What follows belongs to an exercise in optimizing a design on an open flow for small area, a short achievable clock period and few clock cycles per item; a production flow would make more cautious choices. Only simulation tests tie the RTL to the original design; equivalence was not proved.

## garnet
// taylor_cos
module taylor_cos
(
   input  logic         clock,
   input  logic         reset,
   input  logic         start,
   input  logic [W-1:0] angle_in,
   output logic         ready_out,
   output logic [W-1:0] cos_out
);
Size: ~57 flip-flops, ~52 I/O pins, about 18000 sq um of cells after synthesis.
==> flow/config.mk <==
export PLATFORM = sky130hd
export DESIGN_NAME = taylor_cos
export DESIGN_NICKNAME = taylor_cos
export VERILOG_FILES = /design/flow/design.v
export SDC_FILE = /design/flow/constraint.sdc
export NUM_CORES = 4
export LEC_CHECK = 0
export ABC_AREA = 1
export CAP_MARGIN = 20
export CORE_MARGIN = 2
export CORE_UTILIZATION = 40
export GPL_ROUTABILITY_DRIVEN = 0
export SLEW_MARGIN = 20
export SYNTH_HIERARCHICAL = 1
==> flow/constraint.sdc <==
create_clock -name core_clock -period 12.0 [get_ports {clock}]
set_input_delay 2.4000 -clock core_clock [delete_from_list [all_inputs] [get_ports {clock}]]
set_output_delay 2.4000 -clock core_clock [all_outputs]
set_load 0.01 [all_outputs]
standard.sh (not shown) runs the stock make flow with config.mk's settings and CLKGATE_MAP_FILE= SYNTH_SCRIPT=/design/flow/synth_recipe.tcl, a recipe that flattens the netlist after the stock synthesis.
==> flow/flow/run.sh <==
#!/bin/bash
set -euo pipefail
bash standard.sh SETUP_SLACK_MARGIN=5.5 "BUFFER_PORTS_ARGS=-buffer_cell sky130_fd_sc_hd__buf_1" finish > flow.log 2>&1
garnet: done, clean on timing, DRC and antenna
Testbench counts of garnet, summed over its fixed seeds: cycles 3,072, items 512.
--- input diff garnet..cedar ---
# garnet
export LEC_CHECK = 0
export ABC_AREA = 1
export CAP_MARGIN = 20
export CORE_MARGIN = 2
export CORE_UTILIZATION = 40
export GPL_ROUTABILITY_DRIVEN = 0
export SLEW_MARGIN = 20
export SYNTH_HIERARCHICAL = 1
create_clock -name core_clock -period 12.0 [get_ports {clock}]
# cedar
export LEC_CHECK = 0
export ABC_AREA = 1
export CAP_MARGIN = 20
export CORE_MARGIN = 2
export CORE_UTILIZATION = 40
export SLEW_MARGIN = 20
export SYNTH_HIERARCHICAL = 1
create_clock -name core_clock -period 12.0 [get_ports {clock}]
==> flow/flow/run.sh <==
#!/bin/bash
set -euo pipefail
bash standard.sh SETUP_SLACK_MARGIN=6.1 finish > flow.log 2>&1
==> comparison <==
Compared with garnet, cedar shows a lower final worst-path cycle share.
Comparing cedar and garnet, the higher critical path required time was measured on garnet.
cedar completed end to end with timing, DRC and antenna clean.
In the reports for cedar and garnet, the larger post-detailed-routing wire length belongs to cedar.
Number of buffers created by CTS: garnet vs cedar identical
On number of clock buffer instances in the layout: between cedar and garnet, it ends up higher for garnet.
Taking garnet as the reference, in cedar hold slack went up 13 ps; placed instance area grew by about 1.6%.
Re flip-flop and latch share of the layout cell area: cedar is 1.2 points down on garnet.
Setup changes, cedar to violet
==> flow/flow/run.sh <==
#!/bin/bash
set -euo pipefail
bash standard.sh SETUP_SLACK_MARGIN=5.5 finish > flow.log 2>&1
[summary]
- Looking only at worst hold slack after final layout, and setting everything else aside, the lower value of cedar and violet goes to violet.
- Summary of violet over cedar: maximum number of pins on one net before global-route repair moved up; final core area utilization moved down.


taylor_cos, a different RTL version from the one above (not shown whole).
Size in the first run: ~2300 cells after synthesis, about 57 flip-flops, about 0.018 mm² of cells after synthesis.
Design taylor_cos, start of the top module:
module taylor_cos
(
   input  logic         clock,
   input  logic         reset,
   input  logic         start,
   input  logic [W-1:0] angle_in,
   output logic         ready_out,
   output logic [W-1:0] cos_out
);
clock: 12.0 ns
lec_check: 0
abc_area: 1
cap_margin: 20
core_margin: 2
core_utilization: 40
slew_margin: 20
==> flow/flow/run.sh <==
#!/bin/bash
set -euo pipefail
bash standard.sh SETUP_SLACK_MARGIN=6.5 finish > flow.log 2>&1
Testbench counts at the start, summed over its fixed seeds: cycles 3,072, items 512.
Then changed:
==> flow/flow/run.sh (replaced) <==
#!/bin/bash
set -euo pipefail
bash standard.sh SETUP_SLACK_MARGIN=5.5 finish > flow.log 2>&1
Settings changed: CORE_UTILIZATION 40 to 55.
Result: Worst hold slack barely changes; global-route usage is higher by 9.7 points; design area drops by 14%; register-to-register slack got worse by 250 ps; critical path depth is unchanged; die area came out lower by about 27%.
Then changed:
==> flow/flow/run.sh (replaced) <==
#!/bin/bash
set -euo pipefail
bash standard.sh SETUP_SLACK_MARGIN=5.75 finish > flow.log 2>&1
Settings changed: CORE_UTILIZATION 55 to 40.
=>
- worst setup slack gets better by 230 ps
- first-iteration DRC count is lower by 15%
- clock-buffer cell count stays the same
- die area is higher by 37%
- design area is higher by 5.8%
Then changed:
==> flow/run.sh (new file) <==
#!/bin/bash
# synth_recipe.tcl (not shown) runs the flow's synth.tcl, then flattens the netlist and writes it again
# the make line also repeats each setting of config.mk as NAME=value (left out here)
make -C /OpenROAD-flow-scripts/flow DESIGN_CONFIG=/design/flow/config.mk WORK_HOME=/design/flow/orfs CLKGATE_MAP_FILE= SYNTH_SCRIPT=/design/flow/synth_recipe.tcl finish
Settings changed: SETUP_SLACK_MARGIN set to 5.
removed: flow/flow/run.sh
removed: flow/standard.sh
Effect:
- worst setup slack is worse by 730 ps
- global-route usage falls by 1.5 points
- non-clock buffer count falls by 96
- synthesized area does not change


## run a
Another version of the RTL of taylor_cos (not shown whole).
For scale: about 2200 cells after synthesis, roughly 56 flip-flops, ~18000 um2 of cells after synthesis.
clock: 12.0 ns
lec_check: 0
abc_area: 1
cap_margin: 20
core_margin: 2
core_utilization: 40
place_density: 0.7
slew_margin: 20
synth_hierarchical: 1
==> flow/flow/run.sh <==
#!/bin/bash
set -euo pipefail
bash standard.sh SETUP_SLACK_MARGIN=5.5 "BUFFER_PORTS_ARGS=-buffer_cell sky130_fd_sc_hd__buf_1" finish > flow.log 2>&1
In summary, run a completed successfully, with a layout that passed the timing, DRC and antenna checks.
Testbench counts of run a, summed over its fixed seeds: cycles 3,072, items 512.
Input changes introduced in run b (baseline for comparison: run a):
Settings: removing PLACE_DENSITY (formerly 0.7).
Findings:
Global-route wire length before repair on run b is up relative to run a. Run b vs. run a: DRC marker count from the first detailed-route iteration shows a reduction of 20%.


Setup of north:
Starting RTL as in the previous note.
clock: 12.0 ns
lec_check: 0
abc_area: 1
cap_margin: 20
core_margin: 2
core_utilization: 40
setup_slack_margin: 5
slew_margin: 20
synth_hierarchical: 1
run.sh (not shown) runs the stock make flow with config.mk's settings and CLKGATE_MAP_FILE= SYNTH_SCRIPT=/design/flow/synth_recipe.tcl, a recipe that flattens the netlist after the stock synthesis.
Stock flow here: none of the scripts above is used.
The final layout from north, which completed every stage, passed the timing, DRC and antenna checks at the end of the flow.
Testbench counts of north, summed over its fixed seeds: cycles 3,072, items 512.
diff inputs: north => south
Settings: SETUP_SLACK_MARGIN no longer set, was 5.
==> flow/flow/run.sh (new file) <==
#!/bin/bash
set -euo pipefail
bash standard.sh SETUP_SLACK_MARGIN=5.65 "BUFFER_PORTS_ARGS=-buffer_cell sky130_fd_sc_hd__buf_1" finish > flow.log 2>&1
==> flow/standard.sh (new file) <==
#!/bin/bash
# synth_recipe.tcl (not shown) runs the flow's synth.tcl, then flattens the netlist and writes it again
# the make line also repeats each setting of config.mk as NAME=value (left out here)
make -C /OpenROAD-flow-scripts/flow DESIGN_CONFIG=/design/flow/config.mk WORK_HOME=/design/flow/orfs CLKGATE_MAP_FILE= SYNTH_SCRIPT=/design/flow/synth_recipe.tcl "${@:-finish}"
removed: flow/run.sh
Results
- north ended up with a_q[7] as its first element of the critical path; south ended up with a_q[13].
- The run showing the smaller sequential share of cell area is south.
- south against north; inverter count of the layout excluding clock inverters is up slightly.
- NOTE: worst hold slack in south falls short of that of north
- The run showing the smaller filler cell count in the final layout is south.
- north → south: synthesized area flat, critical-path maximum fanout down 9.
- In terms of final-layout clock-cell area share, south and north differ only marginally.
- south vs. north: post-cts gate resize count grew by 47.


== raven ==
RTL: one of the versions met above, not the one the previous note started from.
Size in the first run: ~2,400 cells after synthesis, about 57 flip-flops, about 52 I/O pins, ~0.018 mm2 of cells after synthesis.
clock: 12.0 ns
lec_check: 0
abc_area: 1
cap_margin: 20
core_margin: 2
core_utilization: 40
slew_margin: 20
synth_hierarchical: 1
standard.sh (not shown) runs the stock make flow with config.mk's settings and CLKGATE_MAP_FILE= SYNTH_SCRIPT=/design/flow/synth_recipe.tcl, a recipe that flattens the netlist after the stock synthesis.
==> flow/flow/run.sh <==
#!/bin/bash
set -euo pipefail
bash standard.sh SETUP_SLACK_MARGIN=5.8 finish > flow.log 2>&1
Testbench counts of raven, summed over its fixed seeds: cycles 3,072, items 512.
Changes in yarrow relative to raven:
- SYNTH_HIERARCHICAL: 1 -> unset
==> flow/flow/run.sh <==
#!/bin/bash
set -euo pipefail
bash standard.sh SETUP_SLACK_MARGIN=5.5 finish > flow.log 2>&1
Cell count (yarrow over raven): decrease, 227. The higher pre-CTS setup slack of yarrow and raven is in raven. Higher fmax goes to raven over yarrow. yarrow vs raven on area growth from synthesis to layout: yarrow is the higher one. Compared yarrow vs raven, and multi-input gate share of total cell area is down in yarrow. raven reports its cell with the largest stage delay on the worst path as sky130_fd_sc_hd__edfxtp_1 while yarrow reports sky130_fd_sc_hd__fa_2. Between raven and yarrow, the flow reports post-synthesis net count decreasing by a little under 10%. yarrow -> raven: number of sequential cells delta 0, exact match. Between yarrow and raven, it is yarrow whose worst setup slack for register-to-register paths is lower, by 0.27 ns.
Input changes introduced in willow (baseline for comparison: yarrow):
- setting SYNTH_HIERARCHICAL to 1 for the first time
==> flow/flow/run.sh <==
#!/bin/bash
set -euo pipefail
bash standard.sh SETUP_SLACK_MARGIN=5.35 "BUFFER_PORTS_ARGS=-buffer_cell sky130_fd_sc_hd__buf_1" finish > flow.log 2>&1
Findings:
- Measured against willow, the number of inserted filler cells in the final layout of yarrow comes out at 0.906 times the reference value.
- Startpoint of the most critical setup path: b_q[8]$_DFFE_PP_ -> willow, a_q[13]$_DFFE_PP_ -> yarrow
- Comparing the two runs side by side, willow comes out behind yarrow on worst setup slack after layout.
- Compared with yarrow, in willow total of clock buffers placed in the layout saw a decrease; non-clock buffer count saw a decrease.


== JK ==
Another version of the RTL of taylor_cos (not shown whole).
Size in the first run: roughly 2500 cells after synthesis, roughly 56 flip-flops, ~52 I/O pins, roughly 19000 um2 of cells after synthesis.
Settings: LEC_CHECK=0, ABC_AREA=1, CAP_MARGIN=20, CORE_MARGIN=2, CORE_UTILIZATION=65, SLEW_MARGIN=20; clock period 12.0 ns.
run.sh (not shown) runs the stock make flow with config.mk's settings and CLKGATE_MAP_FILE= SYNTH_SCRIPT=/design/flow/synth_recipe.tcl, a recipe that flattens the netlist after the stock synthesis.
Stock flow here: none of the scripts above is used.
Testbench counts of JK, summed over its fixed seeds: cycles 3,072, items 512.
The following lists how MS was set up differently from JK:
Settings: SETUP_SLACK_MARGIN newly set to 5; CORE_UTILIZATION changed from 65 to 40.
[summary]
MS: PASS, flow complete, no timing, DRC or antenna violations. JK has completed all stages; timing, DRC and antenna checks passed. [compare] base=JK new=MS: non-clock buffer count now larger; met1 track demand over resource now smaller; placer congestion estimate now smaller. Taking MS as 1.0, JK lands at 0.62 on die area. JK vs MS, destination of the critical timing path: b_q[16] vs a_q[18].
Here is what was changed in the inputs of AL compared with MS.
Settings: a deleted SETUP_SLACK_MARGIN that had been 5.
- [AL vs MS] total number of vias: lower in AL
- Compared to MS, AL has final critical-path setup slack 1.17 ns lower.
- The final layouts of AL and MS pass the timing, DRC and antenna checks.


taylor_cos with an RTL version that a note above also has.
Size: about 52 I/O pins.
Design taylor_cos, start of the top module:
module taylor_cos
(
   input  logic         clock,
   input  logic         reset,
   input  logic         start,
   input  logic [W-1:0] angle_in,
   output logic         ready_out,
   output logic [W-1:0] cos_out
);
==> flow/config.mk <==
export PLATFORM = sky130hd
export DESIGN_NAME = taylor_cos
export DESIGN_NICKNAME = taylor_cos
export VERILOG_FILES = /design/flow/design.v
export SDC_FILE = /design/flow/constraint.sdc
export NUM_CORES = 4
export LEC_CHECK = 0
export ABC_AREA = 1
export CAP_MARGIN = 20
export CORE_MARGIN = 2
export CORE_UTILIZATION = 40
export PLACE_DENSITY = 0.8
export SLEW_MARGIN = 20
==> flow/constraint.sdc <==
create_clock -name core_clock -period 12.0 [get_ports {clock}]
set_input_delay 2.4000 -clock core_clock [delete_from_list [all_inputs] [get_ports {clock}]]
set_output_delay 2.4000 -clock core_clock [all_outputs]
set_load 0.01 [all_outputs]
standard.sh (not shown) runs the stock make flow with config.mk's settings and CLKGATE_MAP_FILE= SYNTH_SCRIPT=/design/flow/synth_recipe.tcl, a recipe that flattens the netlist after the stock synthesis.
==> flow/flow/run.sh <==
#!/bin/bash
set -euo pipefail
bash standard.sh SETUP_SLACK_MARGIN=5.5 finish > flow.log 2>&1
Testbench counts at the start, summed over its fixed seeds: cycles 3,072, items 512.
Next try:
--- a/flow/config.mk
+++ b/flow/config.mk
@@ -12 +11,0 @@
-export PLACE_DENSITY = 0.8
@@ -13,0 +13 @@
+export SYNTH_HIERARCHICAL = 1
The new run finished with timing, DRC and antenna clean.
Setup slack gets worse by 5.0 ps.
Die area rises by roughly a tenth.
Count of clock-buffer cells in the layout came out lower by 1.
Final area goes up by a few percent.
Sequential share of layout area decreases by 0.47 points.
Next try:
--- a/flow/config.mk
+++ b/flow/config.mk
@@ -13 +13 @@
-export SYNTH_HIERARCHICAL = 1
+export TNS_END_PERCENT = 10
What happened: Setup slack is worse by 42 ps. Worst hold slack got worse by 4.0 ps. Cell area decreases by 7.2%. Synthesized cell count fell by 18%.


Setup of lane 1:
taylor_cos again, from the RTL that the note above started with.
clock: 12.0 ns
lec_check: 0
abc_area: 1
cap_margin: 20
core_margin: 2
core_utilization: 40
slew_margin: 20
==> flow/flow/run.sh <==
#!/bin/bash
set -euo pipefail
bash standard.sh SETUP_SLACK_MARGIN=6 finish > flow.log 2>&1
Testbench counts of lane 1, summed over its fixed seeds: cycles 3,072, items 512.
Relative to lane 1, the following input files were edited for lane 2:
==> flow/flow/run.sh <==
#!/bin/bash
set -euo pipefail
bash standard.sh SETUP_SLACK_MARGIN=5.5 finish > flow.log 2>&1
==> comparison <==
Summary of lane 2 over lane 1: wire length fell about 7%, clock period minus worst slack rose 260 ps, setup slack after layout fell 260 ps.
The run showing the greater sequential share of layout area is lane 2.
NOTE global-route wire length before repair lane 1->lane 2 decreased by a few percent
Compared with lane 1, in lane 2 worst endpoint data arrival time increased 260 ps, met3 wire length decreased 1400 um.
Inputs modified between lane 2 and lane 3:
==> flow/run.sh (new file) <==
#!/bin/bash
# synth_recipe.tcl (not shown) runs the flow's synth.tcl, then flattens the netlist and writes it again
# the make line also repeats each setting of config.mk as NAME=value (left out here)
make -C /OpenROAD-flow-scripts/flow DESIGN_CONFIG=/design/flow/config.mk WORK_HOME=/design/flow/orfs CLKGATE_MAP_FILE= SYNTH_SCRIPT=/design/flow/synth_recipe.tcl finish
removed: flow/flow/run.sh
removed: flow/standard.sh
Notes after the runs:
Routed length on met1 for lane 3 is lower than for lane 2.
| clock-pin slew on the worst setup and hold paths | lane 2 vs lane 3 | ≈ equal |

separate check: timing with driven ports:
Ports are ideal in the flow. The routed layouts listed here were re-timed in OpenROAD.
Step 1, drivers: a clkbuf_16 drives clock and a buf_2 each remaining input, both assumed.
Step 2 moves the port delays by t, midway between the first and last clock arrival at a register: inputs arrive t later, outputs are due t later. That takes back most of the time a late clock gives input paths.
Slacks: no drivers / after step 1 / after step 2; pairs: no drivers / after step 1.
run | t, ns | setup slack, ns | latest minus earliest clock arrival (ns)
garnet | 0.359 | 5.655 / 5.655 / 5.655 | 0.009 / 0.009
cedar | 0.358 | 5.969 / 5.969 / 5.969 | 0.010 / 0.010
violet | 0.363 | 5.686 / 5.686 / 5.686 | 0.007 / 0.007
the first run of note 2 | 0.379 | 5.860 / 5.860 / 5.860 | 0.009 / 0.009
the second run of note 2 | 0.379 | 5.606 / 5.606 / 5.606 | 0.007 / 0.007
the third run of note 2 | 0.370 | 5.835 / 5.835 / 5.835 | 0.008 / 0.008
the fourth run of note 2 | 0.357 | 5.102 / 5.102 / 5.102 | 0.003 / 0.003
run a | 0.360 | 5.572 / 5.572 / 5.572 | 0.010 / 0.010
run b | 0.363 | 5.726 / 5.726 / 5.726 | 0.007 / 0.007
north | 0.365 | 5.234 / 5.234 / 5.234 | 0.006 / 0.006
south | 0.364 | 5.791 / 5.791 / 5.791 | 0.009 / 0.009
raven | 0.361 | 5.883 / 5.883 / 5.883 | 0.008 / 0.008
yarrow | 0.395 | 5.615 / 5.615 / 5.615 | 0.008 / 0.008
willow | 0.360 | 5.593 / 5.593 / 5.593 | 0.007 / 0.006
JK | 0.342 | 2.950 / 2.950 / 2.950 | 0.010 / 0.011
MS | 0.350 | 5.200 / 5.200 / 5.200 | 0.020 / 0.021
AL | 0.354 | 4.027 / 4.027 / 4.027 | 0.020 / 0.021
the first run of note 7 | 0.365 | 5.633 / 5.633 / 5.633 | 0.008 / 0.008
the second run of note 7 | 0.364 | 5.628 / 5.628 / 5.628 | 0.013 / 0.013
the third run of note 7 | 0.375 | 5.586 / 5.586 / 5.586 | 0.010 / 0.010
lane 1 | 0.376 | 5.897 / 5.897 / 5.897 | 0.005 / 0.006
lane 2 | 0.379 | 5.638 / 5.638 / 5.638 | 0.012 / 0.011
lane 3 | 0.361 | 4.011 / 4.011 / 4.011 | 0.005 / 0.005
After both steps setup and hold are still met in every run listed.
